Source: an optimization exercise on an open RTL-to-GDS flow (aim: small area, a short achievable clock period and few clock cycles per item). Production flows keep margins and buffers that such runs may drop.
Where RTL was checked, it was by simulation tests only, not by an equivalence proof against the original.
Power figures rest on the tool's default switching activity, not on a simulated workload.

== build 85 ==
==> flow/design.v (excerpt) <==
module sparse_conv_top #(
	parameter int MUL_TERMS = 3
) (
	input  logic             clk,
	input  logic             rst_n,
	input  logic             wb_cyc_i,
	input  logic             wb_stb_i,
	input  logic             wb_we_i,
	input  conv_pkg::waddr_t wb_adr_i,
	input  conv_pkg::word_t  wb_dat_i,
	output conv_pkg::word_t  wb_dat_o,
	output logic             wb_ack_o
);
	function automatic logic [4:0] gfac(input logic [31:0] p);
		logic [4:0] lo;
		lo = p[4:0];
		if (|p[31:5] || lo >= 5'd21)
			gfac = 5'd21;
		else if (lo[4] && !lo[0])
			gfac = lo - 5'd1;
		else
			gfac = lo;
	endfunction
	function automatic logic [3:0] popcnt9(input logic [8:0] v);
		popcnt9 = '0;
		for (int i = 0; i < 9; i++) popcnt9 = popcnt9 + {3'd0, v[i]};
	endfunction
	function automatic logic [8:0] booth(input logic [5:0] b);
		logic [6:0] x;
		x = {b, 1'b0};
		for (int j = 0; j < 3; j++) begin
			booth[3*j]   = x[2*j+1] ^ x[2*j];
			booth[3*j+1] = (x[2*j+2] & ~x[2*j+1] & ~x[2*j]) | (~x[2*j+2] & x[2*j+1] & x[2*j]);
			booth[3*j+2] = x[2*j+2] & ~(x[2*j+1] & x[2*j]);
		end
	endfunction
	logic        ack_q;
	logic        wv_q;     
	logic        s2_q;     
	logic [5:0]  adr_q;
	logic [31:0] dat_q;
	logic        access;
	assign access   = wb_cyc_i & wb_stb_i & ~ack_q;
	assign wb_ack_o = ack_q;
	always_ff @(posedge clk or negedge rst_n) begin
		if (!rst_n) begin
			ack_q <= 1'b0;
			wv_q  <= 1'b0;
			s2_q  <= 1'b0;
		end else begin
			ack_q <= access;
			wv_q  <= access & wb_we_i;
			s2_q  <= wv_q;
		end
	end
	always_ff @(posedge clk) begin
		if (access) begin
  ...
For scale: roughly 810 flip-flops, roughly 0.041 mm² of cells after synthesis.
export LEC_CHECK = 0
export CAP_MARGIN = 20
export CELL_PAD_IN_SITES_DETAIL_PLACEMENT = 1
export CELL_PAD_IN_SITES_GLOBAL_PLACEMENT = 2
export CORE_MARGIN = 2
export CORE_UTILIZATION = 55
export CTS_BUF_LIST = sky130_fd_sc_hd__clkbuf_8
export CTS_CLUSTER_SIZE = 20
export PLACE_DENSITY = 0.7
export SLEW_MARGIN = 20
create_clock -name core_clock -period 22.0 [get_ports {clk}]
standard.sh (not shown) runs the stock make flow with config.mk's settings and CLKGATE_MAP_FILE= SYNTH_SCRIPT=/design/flow/synth_recipe.tcl, a recipe that flattens the netlist after the stock synthesis.
==> flow/flow/run.sh <==
#!/bin/bash
# The standard layout, with repair_timing aiming for extra setup slack so the
# layout is optimised for a shorter achieved period. The clock period and the
# constraints are the design's; only the repair target changes.
set -euo pipefail
MARGIN=$(cat flow/margin.txt)
bash standard.sh SETUP_SLACK_MARGIN=$MARGIN finish > standard_flow.log 2>&1
==> flow/flow/margin.txt <==
16
Build 85 has completed all stages; timing, DRC and antenna checks passed.
### build 85 -> build 3
Settings: swapping 0.7 for 0.4 in PLACE_DENSITY; clearing CTS_CLUSTER_SIZE, which used to be 20; swapping 55 for 20 in CORE_UTILIZATION; clearing CTS_BUF_LIST, which used to be sky130_fd_sc_hd__clkbuf_8.
Notes after the runs:
- In the flow results for build 85 and build 3, the final critical-path required period is larger on build 85.
- Compared with build 85, build 3 shows a lower clock network latency to the later pin of the worst-skew pair.
- Relative to build 85, final area increased by 6.8% in build 3.
- As of build 3, number of global-route vias before repair had fallen by a few percent compared to build 85.
- On build 3: number of non-clock inverters in the layout is 1 lower than what build 85 gave.
- Vertical die dimension went up by more than half going from build 85 to build 3.
- Build 85 has higher maximum level of the CTS H-tree than build 3.
- In the reports for build 85 and build 3, the larger part of the total power dissipated in combinational logic belongs to build 85.
- Build 85 → build 3: met3 usage saw a decrease, power saw an increase.
The inputs of build 47 differ from those of build 3 as listed below.
Settings: changing PLACE_DENSITY from 0.4 to 0.7; changing CORE_UTILIZATION from 20 to 55.
==> flow/flow/run.sh <==
#!/bin/bash
# The standard layout (standard.sh: the standard flow's synthesis and ORFS flow), with
# repair_timing aiming for extra setup slack and free to resize cells across
# footprints, so the layout is optimised for a shorter achieved period. The
# clock period and the constraints are the design's.
set -euo pipefail
read -r -a EXTRA < flow/extra.txt
bash standard.sh "${EXTRA[@]}" finish > standard_flow.log 2>&1
==> flow/flow/extra.txt (new file) <==
SETUP_SLACK_MARGIN=16.5 MATCH_CELL_FOOTPRINT=0
removed: flow/flow/margin.txt
Findings:
- Build 47: PASS, flow complete, no timing, DRC or antenna violations
- Summary of build 47 over build 3: proportion of power drawn by combinational gates +1.5 points, buffer count excluding the clock tree in the final layout shows an increase of 13, register-to-register slack +300 ps.
The following lists how build 38 was set up differently from build 47:
==> flow/flow/run.sh <==
#!/bin/bash
# The standard layout, with repair_timing aiming for extra setup slack so the
# layout is optimised for a shorter achieved period. The clock period and the
# constraints are the design's; only the repair target changes.
set -euo pipefail
MARGIN=$(cat flow/margin.txt)
bash standard.sh SETUP_SLACK_MARGIN=$MARGIN finish > standard_flow.log 2>&1
==> flow/flow/margin.txt (new file) <==
16
removed: flow/flow/extra.txt
Results
Of build 38 and build 47, the run reporting the lower worst hold-check slack was build 47.
Build 47 has higher design area than build 38.
Build 38: final-layout clock buffer total lower than build 47
Sequential share of power (higher): build 38
Between build 38 and build 47, it is build 38 whose final net count is lower, by 27.
Going from build 47 to build 38, post-route clock period utilization saw an increase, peak fanout along the critical path saw a decrease, non-clock buffer area fraction after layout saw a decrease, later-pin clock latency in the skew report saw little to no change.
The total power draw on build 47 is in line with that on build 38.
No functional check of the RTL was part of any run of this note.

========
Another version of the RTL of sparse_conv_top (not shown whole).
Size in the first run: ~3400 cells after synthesis, ~810 flip-flops, roughly 76 I/O pins, ~40000 µm² of cells after synthesis.
export LEC_CHECK = 0
export CAP_MARGIN = 5
export CELL_PAD_IN_SITES_DETAIL_PLACEMENT = 1
export CELL_PAD_IN_SITES_GLOBAL_PLACEMENT = 2
export CORE_MARGIN = 2
export CORE_UTILIZATION = 50
export CTS_CLUSTER_DIAMETER = 80
export CTS_CLUSTER_SIZE = 20
export PLACE_DENSITY = 0.65
export SLEW_MARGIN = 5
create_clock -name core_clock -period 22.0 [get_ports {clk}]
==> flow/flow/run.sh <==
#!/bin/bash
# The standard layout (standard.sh: the standard flow's synthesis and ORFS flow), with
# repair_timing aiming for extra setup slack and free to resize cells across
# footprints, so the layout is optimised for a shorter achieved period. The
# clock period and the constraints are the design's.
set -euo pipefail
read -r -a EXTRA < flow/extra.txt
bash standard.sh "${EXTRA[@]}" finish > standard_flow.log 2>&1
==> flow/flow/extra.txt <==
SETUP_SLACK_MARGIN=16.5 MATCH_CELL_FOOTPRINT=0
The first run finished with timing, DRC and antenna clean.
Testbench counts at the start, summed over its fixed seeds: cycles 18,588, items 384.
Rerun with:
CORE_UTILIZATION = 30   (was 50)
PLACE_DENSITY = 0.45   (was 0.65)
- total power increases by a little under a tenth
- die area increases by well over a third
- area after synthesis stays the same
Rerun with:
CELL_PAD_IN_SITES_DETAIL_PLACEMENT = 0   (was 1)
CELL_PAD_IN_SITES_GLOBAL_PLACEMENT = 0   (was 2)
CORE_UTILIZATION = 40   (was 30)
PLACE_DENSITY = 0.55   (was 0.45)
Result: Non-clock buffer count came out lower by 10. Cell count goes down by about 10%. Setup slack gains 0.014 ns. Count of clock-buffer cells in the layout is lower by 2. Global-route usage is about the same.
Rerun with:
==> flow/flow/extra.txt (replaced) <==
SETUP_SLACK_MARGIN=16.3 MATCH_CELL_FOOTPRINT=0
CAP_MARGIN = 20   (was 5)
CELL_PAD_IN_SITES_DETAIL_PLACEMENT = 1   (was 0)
CELL_PAD_IN_SITES_GLOBAL_PLACEMENT = 2   (was 0)
SLEW_MARGIN = 20   (was 5)
The changed run produced a clean layout.
Synthesized area is unchanged.
Power increases by 4.9%.
Setup slack gets worse by 0.084 ns.
Register-to-register slack degrades by 0.22 ns.
Synthesized cell count stays the same.
Clock power climbs by about 10%.
Hold slack gets better by 0.0045 ns.
Routed wire length came out higher by 20%.
Via count goes up by 4.7%.
Count of clock-buffer cells in the layout is unchanged.
Rerun with:
==> flow/flow/extra.txt (replaced) <==
SETUP_SLACK_MARGIN=16.5 MATCH_CELL_FOOTPRINT=0
CAP_MARGIN = 5   (was 20)
SLEW_MARGIN = 5   (was 20)
Effect:
- The changed run completed with no timing, DRC or antenna violations
- first-iteration DRC count is lower by 4.2%
- worst setup slack improved by 0.061 ns
- cell area barely changes
- critical path depth does not change
- non-clock buffer count climbs by 5
- clock-buffer cell count came out lower by 1
- sequential cell count is unchanged

[port drivers added, routing unchanged]
The results above use ideal ports. As a check the final layouts listed here were re-extracted and re-timed, cells and wires unchanged. Step 1 sets driving cells, clkbuf_16 on the clock port and buf_2 on the other inputs (assumed; they add their load-dependent delay and slew). Step 2 times the ports against the registers' clock, not the clock port: input delays grow and output delays shrink by t, the midpoint of the rising clock arrivals with the driver on. a / b / c = ideal ports / drivers / drivers and shift; a / b = the first two.
| run | t, ns | setup slack, ns | worst setup path after step 2 | slew at the worst register clock pin (ns) |
|---|---|---|---|---|
| build 85 | 0.869 | 16.064 / 15.997 / 15.251 | input to register | 0.07 / 0.07 |
| build 3 | 0.827 | 16.092 / 16.049 / 15.327 | input to register | 0.07 / 0.07 |
| build 47 | 0.720 | 16.405 / 16.340 / 15.731 | input to register | 0.07 / 0.07 |
| build 38 | 0.719 | 16.036 / 15.968 / 15.378 | input to register | 0.07 / 0.07 |
| the first run of note 2 | 0.710 | 16.435 / 16.362 / 15.847 | input to register | 0.09 / 0.09 |
| the second run of note 2 | 0.731 | 16.420 / 16.344 / 15.882 | input to register | 0.09 / 0.09 |
| the third run of note 2 | 0.699 | 16.434 / 16.368 / 15.909 | input to register | 0.09 / 0.09 |
| the fourth run of note 2 | 0.756 | 16.349 / 16.278 / 15.790 | input to register | 0.09 / 0.09 |
| the fifth run of note 2 | 0.745 | 16.410 / 16.337 / 15.847 | input to register | 0.09 / 0.09 |
After both steps every run listed still meets setup and hold. For build 85, which loses most, drivers alone change the setup slack by -0.067 ns; drivers and shift together by -0.813 ns.
